From an optimization exercise on the open Yosys and OpenROAD flow, aimed at a short achievable clock period and few clock cycles; shortcuts taken in it are not production practice. Function was checked by simulation only, so behaviour that the tests miss may differ from the original. Power and IR drop assume default switching activity.

== v6 ==
==> flow/design.v <==
package corePkg;
    localparam logic [5:0] opSpecial = 6'h00;
    localparam logic [5:0] opJ       = 6'h02;
    localparam logic [5:0] opBeq     = 6'h04;
    localparam logic [5:0] opOri     = 6'h0d;
    localparam logic [5:0] opLui     = 6'h0f;
    localparam logic [5:0] opLw      = 6'h23;
    localparam logic [5:0] opSw      = 6'h2b;
    localparam logic [5:0] fnAddu = 6'h21;
    localparam logic [5:0] fnSubu = 6'h23;
    localparam logic [1:0] fwdNone = 2'd0;
    localparam logic [1:0] fwdMem  = 2'd1;
    localparam logic [1:0] fwdWb   = 2'd2;
    localparam int dmemWords    = 64;
    localparam int dmemAddrBits = $clog2(dmemWords);
    typedef struct packed {
        logic [5:0] opcode;
        logic [4:0] rs;
        logic [4:0] rt;
        logic [4:0] rd;
        logic [4:0] shamt;
        logic [5:0] funct;
    } rFormatT;
    typedef struct packed {
        logic [5:0]  opcode;
        logic [4:0]  rs;
        logic [4:0]  rt;
        logic [15:0] imm16;
    } iFormatT;
    typedef union packed {
        rFormatT r;
        iFormatT i;
    } instrT;
    function automatic logic [31:0] fwdMux(
        input logic [1:0]  sel,
        input logic [31:0] regVal,
        input logic [31:0] memVal,
        input logic [31:0] wbVal
    );
        case (sel)
            fwdMem:  fwdMux = memVal;
            fwdWb:   fwdMux = wbVal;
            default: fwdMux = regVal;
        endcase
    endfunction
endpackage
module pipelineCore (
    input  logic        clk,
    input  logic        rst,
    input  logic [31:0] imemData,
    output logic [31:0] imemAddr,
    output logic        wbWe,
    output logic [4:0]  wbReg,
    output logic [31:0] wbData,
    output logic [31:0] wbPc
);
    logic [31:0] fpc;
    logic        ovrV;           
    logic [31:0] ovrT;
    logic        killD;          
    logic        stall;          
    logic [31:0] irD;
    logic [31:0] pcD;
    logic [16:0] tgtLoD;         
    logic        negD;           
    logic [13:0] upD;            
    logic [13:0] upPD;
    logic [13:0] upMD;
    logic [3:0]  pc4HiD;
    logic        jD;
    logic        subuD;
    logic        oriD;
    logic        lwD;
    logic        swD;
    logic        beqChkD;        
    logic        predTkD;        
    logic        zChkD;          
    logic        useRsD;
    logic        useRtD;         
    logic        useImmD;
    logic [4:0]  destD;
    logic        weD;
    logic [31:0] rsOHD;          
    logic [31:0] rtOHD;
    logic [31:0] immD32;
    logic [4:0]  destE;
    logic        weE;
    logic        subE;
    logic        oriE;
    logic        lwE;
    logic        swE;
    logic        beqE;           
    logic        deferE;         
    logic [31:0] aE;
    logic [31:0] bE;             
    logic [31:0] sE;             
    logic        sFromWE;        
    logic        sFromW2E;       
    logic [31:0] pcE;
    logic [31:0] brTgtE;
    logic [4:0]  destM;
    logic        weM;
    logic        lwM;
    logic        swM;
    logic [31:0] aluM;
    logic [31:0] storeM;
    logic        sFromWM;
    logic [63:0] idxM;           
    logic [31:0] pcM;
    logic [31:0] weOHW;
    logic [31:0] wData;          
    logic [31:0] rf   [32];
    logic [31:0] dmem [64];
    logic [5:0]  opF;
    logic [4:0]  rsF;
    logic [4:0]  rtF;
    logic [5:0]  fnF;
    logic        adduF;
    logic        subuF;
    logic        oriF;
    logic        luiF;
    logic        lwF;
    logic        swF;
    logic        beqF;
    logic        jF;
    logic        useRsF;
    logic        useRtF;
    logic [4:0]  destF;
    logic [31:0] immF32;
    logic [31:0] fpc4;
    assign opF = imemData[31:26];
    assign rsF = imemData[25:21];
    assign rtF = imemData[20:16];
    assign fnF = imemData[5:0];
    assign adduF = opF == 6'h00 && fnF == 6'h21;
    assign subuF = opF == 6'h00 && fnF == 6'h23;
    assign oriF  = opF == 6'h0d;
    assign luiF  = opF == 6'h0f;
    assign lwF   = opF == 6'h23;
    assign swF   = opF == 6'h2b;
    assign beqF  = opF == 6'h04;
    assign jF    = opF == 6'h02;
    assign useRsF = adduF || subuF || oriF || lwF || swF || (beqF && rsF != rtF);
    assign useRtF = adduF || subuF || (beqF && rsF != rtF);
    always_comb begin
        if (adduF || subuF) destF = imemData[15:11];
        else if (oriF || luiF || lwF) destF = rtF;
        else destF = 5'd0;
    end
    always_comb begin
        if (oriF) immF32 = {16'h0000, imemData[15:0]};
        else if (luiF) immF32 = {imemData[15:0], 16'h0000};
        else immF32 = {{16{imemData[15]}}, imemData[15:0]};
    end
    logic [16:0] tgtLoF;
    assign fpc4   = {fpc[31:2] + 30'd1, 2'b00};
    logic        lowOnes;
    logic [13:0] upF;
    logic [13:0] upP1F;
    logic [13:0] upP2F;
    logic [13:0] upM1F;
    assign lowOnes = &fpc[17:2];
    assign upF     = fpc[31:18];
    assign upP1F   = fpc[31:18] + 14'd1;
    assign upP2F   = fpc[31:18] + 14'd2;
    assign upM1F   = fpc[31:18] - 14'd1;
    assign tgtLoF = {1'b0, fpc4[17:2]} + {1'b0, imemData[15:0]};
    logic [4:0]  rsD;
    logic [4:0]  rtD;
    logic [31:0] resE;
    logic [31:0] mRes;
    logic        hitEA;
    logic        hitEB;
    logic        hitMA;
    logic        hitMB;
    logic        hitWA;
    logic        hitWB;
    logic [31:0] rfA;
    logic [31:0] rfB;
    logic [31:0] rsVal;
    logic [31:0] rtVal;
    assign rsD = irD[25:21];
    assign rtD = irD[20:16];
    logic        selUpP;
    logic        selUpM;
    logic        selUp;
    logic [13:0] tgtHi;
    logic [31:0] tgtD;           
    assign selUpP = !negD && tgtLoD[16];
    assign selUpM = negD && !tgtLoD[16];
    assign selUp  = negD == tgtLoD[16];
    assign tgtHi  = (upPD & {14{selUpP}}) | (upMD & {14{selUpM}}) | (upD & {14{selUp}});
    assign tgtD   = jD ? {pc4HiD, irD[25:0], 2'b00} : {tgtHi, tgtLoD[15:0], 2'b00};
    assign hitEA = weE && destE == rsD;
    assign hitEB = weE && destE == rtD;
    assign hitMA = weM && destM == rsD;
    assign hitMB = weM && destM == rtD;
    assign hitWA = wbWe && wbReg == rsD;
    assign hitWB = wbWe && wbReg == rtD;
    always_comb begin
        rfA = 32'd0;
        rfB = 32'd0;
        for (int i = 1; i < 32; i++) begin
            rfA = rfA | (rf[i] & {32{rsOHD[i]}});
            rfB = rfB | (rf[i] & {32{rtOHD[i]}});
        end
    end
    logic [31:0] loadData;
    logic        selEA;
    logic        selMA;
    logic        selWA;
    logic        selRA;
    logic        selEB;
    logic        selMB;
    logic        selWB;
    logic        selRB;
    logic [31:0] bVal;
    assign selEA = useRsD && hitEA;
    assign selMA = useRsD && !hitEA && hitMA;
    assign selWA = useRsD && !hitEA && !hitMA && hitWA;
    assign selRA = !hitEA && !hitMA && !hitWA;
    assign selEB = hitEB;
    assign selMB = !hitEB && hitMB;
    assign selWB = !hitEB && !hitMB && hitWB;
    assign selRB = !hitEB && !hitMB && !hitWB;
    assign rsVal = (resE & {32{selEA}}) | (aluM & {32{selMA}}) |
                   (wData & {32{selWA}}) | (rfA & {32{selRA}});
    assign rtVal = (resE & {32{selEB}}) | (aluM & {32{selMB}}) |
                   (wData & {32{selWB}}) | (rfB & {32{selRB}});
    assign bVal  = useImmD ? immD32 : (subuD ? ~rtVal : rtVal);
    logic        mispE;
    logic [7:0]  addrE;
    logic [32:0] sum33;
    assign sum33 = {aE, 1'b1} + {bE, subE};
    assign resE  = oriE ? (aE | bE) : sum33[32:1];
    logic eqE;
    logic dynD;
    assign eqE   = aE == bE;
    assign dynD  = zChkD && subE && weE && (destE == rsD || destE == rtD);
    assign mispE = beqE && eqE;
    logic subZeroE;
    assign subZeroE = &(aE ^ bE);
    assign addrE = aE[7:0] + bE[7:0];
    logic [31:0] fpcN;
    logic        killF;
    logic        predTk;
    assign imemAddr = fpc;
    assign killF    = mispE && !deferE && !stall;
    assign predTk   = (predTkD || (dynD && subZeroE)) && !killD;
    always_comb begin
        if (mispE) fpcN = brTgtE;
        else if (stall) fpcN = fpc;
        else if (ovrV) fpcN = ovrT;
        else if (predTk) fpcN = tgtD;
        else fpcN = fpc4;
    end
    always_ff @(posedge clk) begin
        if (rst) begin
            fpc    <= 32'd0;
            ovrV   <= 1'b0;
            deferE <= 1'b0;
            killD  <= 1'b1;
            stall  <= 1'b0;
        end else begin
            fpc    <= fpcN;
            ovrV   <= killF && predTk;
            deferE <= killF;
            killD  <= killF;
            stall  <= !killF && (stall ?
                          lwE && weE && ((useRsD && rsD == destE) || (useRtD && rtD == destE)) :
                          (!killD && lwD && weD && ((useRsF && rsF == destD) || (useRtF && rtF == destD))) ||
                          (lwE && weE && ((useRsF && rsF == destE) || (useRtF && rtF == destE))));
        end
    end
    always_ff @(posedge clk) begin
        ovrT <= tgtD;
        if (!stall) begin
            irD     <= imemData;
            pcD     <= fpc;
            tgtLoD  <= tgtLoF;
            negD    <= imemData[15];
            upD     <= lowOnes ? upP1F : upF;
            upPD    <= lowOnes ? upP2F : upP1F;
            upMD    <= lowOnes ? upF : upM1F;
            pc4HiD  <= fpc4[31:28];
            jD      <= jF;
            immD32  <= immF32;
            subuD   <= subuF;
            oriD    <= oriF;
            lwD     <= lwF;
            swD     <= swF;
            beqChkD <= beqF && rsF != rtF;
            predTkD <= jF || (beqF && rsF == rtF);
            zChkD   <= beqF && rsF != rtF && (rsF == 5'd0 || rtF == 5'd0);
            useRsD  <= useRsF;
            useRtD  <= useRtF;
            useImmD <= oriF || luiF || lwF || swF;
            destD   <= destF;
            weD     <= destF != 5'd0;
            rsOHD   <= useRsF ? (32'd1 << rsF) & ~32'd1 : 32'd0;
            rtOHD   <= (useRtF || swF) ? (32'd1 << rtF) & ~32'd1 : 32'd0;
        end
    end
    always_ff @(posedge clk) begin
        if (rst || stall || killD) begin
            destE   <= 5'd0;
            weE     <= 1'b0;
            subE    <= 1'b0;
            oriE    <= 1'b0;
            lwE     <= 1'b0;
            swE     <= 1'b0;
            beqE    <= 1'b0;
            sFromWE <= 1'b0;
            sFromW2E <= 1'b0;
        end else begin
            destE   <= destD;
            weE     <= weD;
            subE    <= subuD;
            oriE    <= oriD;
            lwE     <= lwD;
            swE     <= swD;
            beqE    <= beqChkD && !dynD;
            sFromWE <= swD && hitEB && lwE;
            sFromW2E <= swD && !hitEB && hitMB && lwM;
        end
    end
    always_ff @(posedge clk) begin
        aE     <= rsVal;
        bE     <= bVal;
        sE     <= rtVal;
        pcE    <= pcD;
        brTgtE <= tgtD;
    end
    always_ff @(posedge clk) begin
        if (rst) begin
            destM <= 5'd0;
            weM   <= 1'b0;
            lwM   <= 1'b0;
            swM   <= 1'b0;
        end else begin
            destM <= destE;
            weM   <= weE;
            lwM   <= lwE;
            swM   <= swE;
        end
    end
    always_ff @(posedge clk) begin
        aluM    <= resE;
        storeM  <= sFromW2E ? wData : sE;
        sFromWM <= sFromWE;
        idxM    <= 64'd1 << addrE[7:2];
        pcM     <= pcE;
    end
    logic [31:0] storeData;
    always_comb begin
        loadData = 32'd0;
        for (int i = 0; i < 64; i++) begin
            loadData = loadData | (dmem[i] & {32{idxM[i]}});
        end
    end
    assign mRes      = lwM ? loadData : aluM;
    assign storeData = sFromWM ? wData : storeM;
    always_ff @(posedge clk) begin
        for (int i = 0; i < 64; i++) begin
            if (swM && idxM[i]) dmem[i] <= storeData;
        end
    end
    always_ff @(posedge clk) begin
        if (rst) begin
            wbWe  <= 1'b0;
            wbReg <= 5'd0;
            weOHW <= 32'd0;
        end else begin
            wbWe  <= weM;
            wbReg <= destM;
            weOHW <= (32'd1 << destM) & ~32'd1;
        end
    end
    always_ff @(posedge clk) begin
        wbData <= mRes;
        if (weM) wData <= mRes;
        wbPc   <= pcM;
    end
    always_ff @(posedge clk) begin
        for (int i = 1; i < 32; i++) begin
            if (weOHW[i]) rf[i] <= wData;
        end
    end
endmodule
make LEC_CHECK=0 CAP_MARGIN=20 CORE_MARGIN=2 CORE_UTILIZATION=35 PLACE_DENSITY=0.55 SETUP_SLACK_MARGIN=4.5 SLEW_MARGIN=20 finish   # period 7.0 ns
run.sh (not shown) runs the stock make flow with config.mk's settings and CLKGATE_MAP_FILE= SYNTH_SCRIPT=/design/flow/synth_recipe.tcl, a recipe that flattens the netlist after the stock synthesis.
v6 finished end to end and its layout was clean on timing, DRC and antenna.
Testbench counts of v6, summed over its fixed seeds: cycles 42,942.
The inputs of v7 differ from those of v6 as listed below.
--- a/flow/design.v
+++ b/flow/design.v
@@ -100,13 +100,13 @@
     logic [31:0] brTgtE;
     logic [4:0]  destM;
     logic        weM;
     logic        lwM;
-    logic        swM;
     logic [31:0] aluM;
     logic [31:0] storeM;
     logic        sFromWM;
-    logic [63:0] idxM;           
+    logic [63:0] ldOHM;          
+    logic [63:0] stOHM;          
     logic [31:0] pcM;
     logic [31:0] weOHW;
     logic [31:0] wData;          
     logic [31:0] rf   [32];
@@ -335,35 +335,34 @@
         if (rst) begin
             destM <= 5'd0;
             weM   <= 1'b0;
             lwM   <= 1'b0;
-            swM   <= 1'b0;
         end else begin
             destM <= destE;
             weM   <= weE;
             lwM   <= lwE;
-            swM   <= swE;
         end
     end
     always_ff @(posedge clk) begin
         aluM    <= resE;
         storeM  <= sFromW2E ? wData : sE;
         sFromWM <= sFromWE;
-        idxM    <= 64'd1 << addrE[7:2];
+        ldOHM   <= 64'd1 << addrE[7:2];
+        stOHM   <= swE ? 64'd1 << addrE[7:2] : 64'd0;
         pcM     <= pcE;
     end
     logic [31:0] storeData;
     always_comb begin
         loadData = 32'd0;
         for (int i = 0; i < 64; i++) begin
-            loadData = loadData | (dmem[i] & {32{idxM[i]}});
+            loadData = loadData | (dmem[i] & {32{ldOHM[i]}});
         end
     end
     assign mRes      = lwM ? loadData : aluM;
     assign storeData = sFromWM ? wData : storeM;
     always_ff @(posedge clk) begin
         for (int i = 0; i < 64; i++) begin
-            if (swM && idxM[i]) dmem[i] <= storeData;
+            if (stOHM[i]) dmem[i] <= storeData;
         end
     end
     always_ff @(posedge clk) begin
         if (rst) begin
--- outcome ---
- Beginning of the critical path = fpc[21]: v6; beginning of the critical path = rtOHD[18]: v7
- Re minimum period implied by the final worst setup slack: v7 is 0.21 ns up on v6.
- | core utilization | v6 vs v7 | ≈ equal |
- Lower routed wire length on met2 was reported by v6, not v7.
- Diff v6 -> v7: wire length of the first global-routing pass picked up an extra about 2.2%, detailed-routing iteration count for the pre-antenna-repair pass shows a reduction of 1, number of buffers created by CTS about even, cell area after synthesis grew by about 0.8%.
Testbench counts of v7, summed over its fixed seeds: cycles 42,942.

========
pipelineCore, a different RTL version from the one above (not shown whole).
Size in the first run: roughly 9100 cells after synthesis, roughly 4100 flip-flops, ~0.15 sq mm of cells after synthesis.
clock: 7.0 ns
lec_check: 0
cap_margin: 20
core_margin: 2
core_utilization: 35
place_density: 0.55
setup_slack_margin: 4.5
slew_margin: 20
The first run produced a clean layout.
Testbench counts at the start, summed over its fixed seeds: cycles 41,939.
==> next run, changes <==
--- a/flow/design.v
+++ b/flow/design.v
@@ -176,19 +176,18 @@
     logic        hitEA;
     logic        hitEB;
     logic        hitMA;
     logic        hitMB;
     logic        hitWA;
     logic        hitWB;
     logic [31:0] rfA;
     logic [31:0] rfB;
     logic [31:0] rsVal;
-    logic [31:0] rtVal;
     assign rsD = irD[25:21];
     assign rtD = irD[20:16];
     logic        selUpP;
     logic        selUpM;
     logic        selUp;
     logic [13:0] tgtHi;
     logic [31:0] tgtD;           
     assign selUpP = !negD && tgtLoD[16];
     assign selUpM = negD && !tgtLoD[16];
@@ -221,30 +220,41 @@
     logic [31:0] bVal;
     assign selEA = useRsD && hitEA;
     assign selMA = useRsD && !hitEA && hitMA;
     assign selWA = useRsD && !hitEA && !hitMA && hitWA;
     assign selRA = !hitEA && !hitMA && !hitWA;
     assign selEB = hitEB;
     assign selMB = !hitEB && hitMB;
     assign selWB = !hitEB && !hitMB && hitWB;
     assign selRB = !hitEB && !hitMB && !hitWB;
-    assign rsVal = (resE & {32{selEA}}) | (mRes & {32{selMA}}) |
-                   (wData & {32{selWA}}) | (rfA & {32{selRA}});
-    assign rtVal = (resE & {32{selEB}}) | (mRes & {32{selMB}}) |
-                   (wData & {32{selWB}}) | (rfB & {32{selRB}});
-    assign bVal  = useImmD ? immD32 : (subuD ? ~rtVal : rtVal);
+    logic        negB;
+    logic        posB;
+    logic [31:0] sumE;
+    logic [31:0] orE;
+    assign negB = !useImmD && subuD;
+    assign posB = !useImmD && !subuD;
+    assign rsVal = (sumE & {32{selEA && !oriE}}) | (orE & {32{selEA && oriE}}) |
+                   (mRes & {32{selMA}}) | (wData & {32{selWA}}) | (rfA & {32{selRA}});
+    assign bVal  = (immD32 & {32{useImmD}}) |
+                   (sumE  & {32{selEB && !oriE && posB}}) | (~sumE  & {32{selEB && !oriE && negB}}) |
+                   (orE   & {32{selEB && oriE && posB}})  | (~orE   & {32{selEB && oriE && negB}}) |
+                   (mRes  & {32{selMB && posB}}) | (~mRes  & {32{selMB && negB}}) |
+                   (wData & {32{selWB && posB}}) | (~wData & {32{selWB && negB}}) |
+                   (rfB   & {32{selRB && posB}}) | (~rfB   & {32{selRB && negB}});
     logic [31:0] sVal;
     assign sVal  = (mRes & {32{selMB}}) | (wData & {32{selWB}}) | (rfB & {32{selRB}});
     logic        mispE;
     logic [7:0]  addrE;
     logic [32:0] sum33;
     assign sum33 = {aE, 1'b1} + {bE, subE};
-    assign resE  = oriE ? (aE | bE) : sum33[32:1];
+    assign sumE  = sum33[32:1];
+    assign orE   = aE | bE;
+    assign resE  = oriE ? orE : sumE;
     logic eqE;
     logic dynD;
     assign eqE   = aE == bE;
     assign dynD  = zChkD && subE && weE && (destE == rsD || destE == rtD);
     assign mispE = beqE && eqE;
     logic subZeroE;
     assign subZeroE = &(aE ^ bE);
     assign addrE = aE[7:0] + bE[7:0];
     logic [31:0] fpcN;
Effect: The changed run ran to the end with no violations. Die area grows slightly. Core utilization shrinks by 0.22 points. Final area grows slightly. Synthesized area grows slightly. Combinational power grows by a quarter to a third. Count of clock-buffer cells in the layout grows by 20. Worst setup slack loses 0.21 ns.
Testbench counts after the change, summed over its fixed seeds: cycles 41,939.

-- afterwards: timing with drivers on the ports --
The results above use ideal ports. As a check the final layouts listed here were re-extracted and re-timed, cells and wires unchanged. Step 1 (the two cells are an assumption about what drives the block):
set clk [get_ports {clk}]
set_driving_cell -lib_cell sky130_fd_sc_hd__clkbuf_16 $clk
set_driving_cell -lib_cell sky130_fd_sc_hd__buf_2 [delete_from_list [all_inputs] $clk]
Step 2 adds t to the input delays and takes it off the output delays; t is the mean of the earliest and latest rising clock arrival at the registers after step 1. Input paths then give back, and output paths get back, about the clock's delay inside the block. Three values: no drivers, after step 1, after step 2; two values: the first two.
| run | t, ns | setup WS [ns] | clock arrival spread, ns |
|---|---|---|---|
| v6 | 1.108 | 3.994 / 3.886 / 3.141 | 0.094 / 0.095 |
| v7 | 1.111 | 3.785 / 3.785 / 3.203 | 0.123 / 0.123 |
| the first run of note 2 | 1.130 | 3.894 / 3.883 / 3.053 | 0.169 / 0.170 |
| the second run of note 2 | 1.095 | 3.686 / 3.686 / 3.125 | 0.098 / 0.099 |
After both steps every run listed still meets setup and hold. For v6, which loses most, drivers alone change the setup slack by -0.108 ns; drivers and shift together by -0.853 ns.
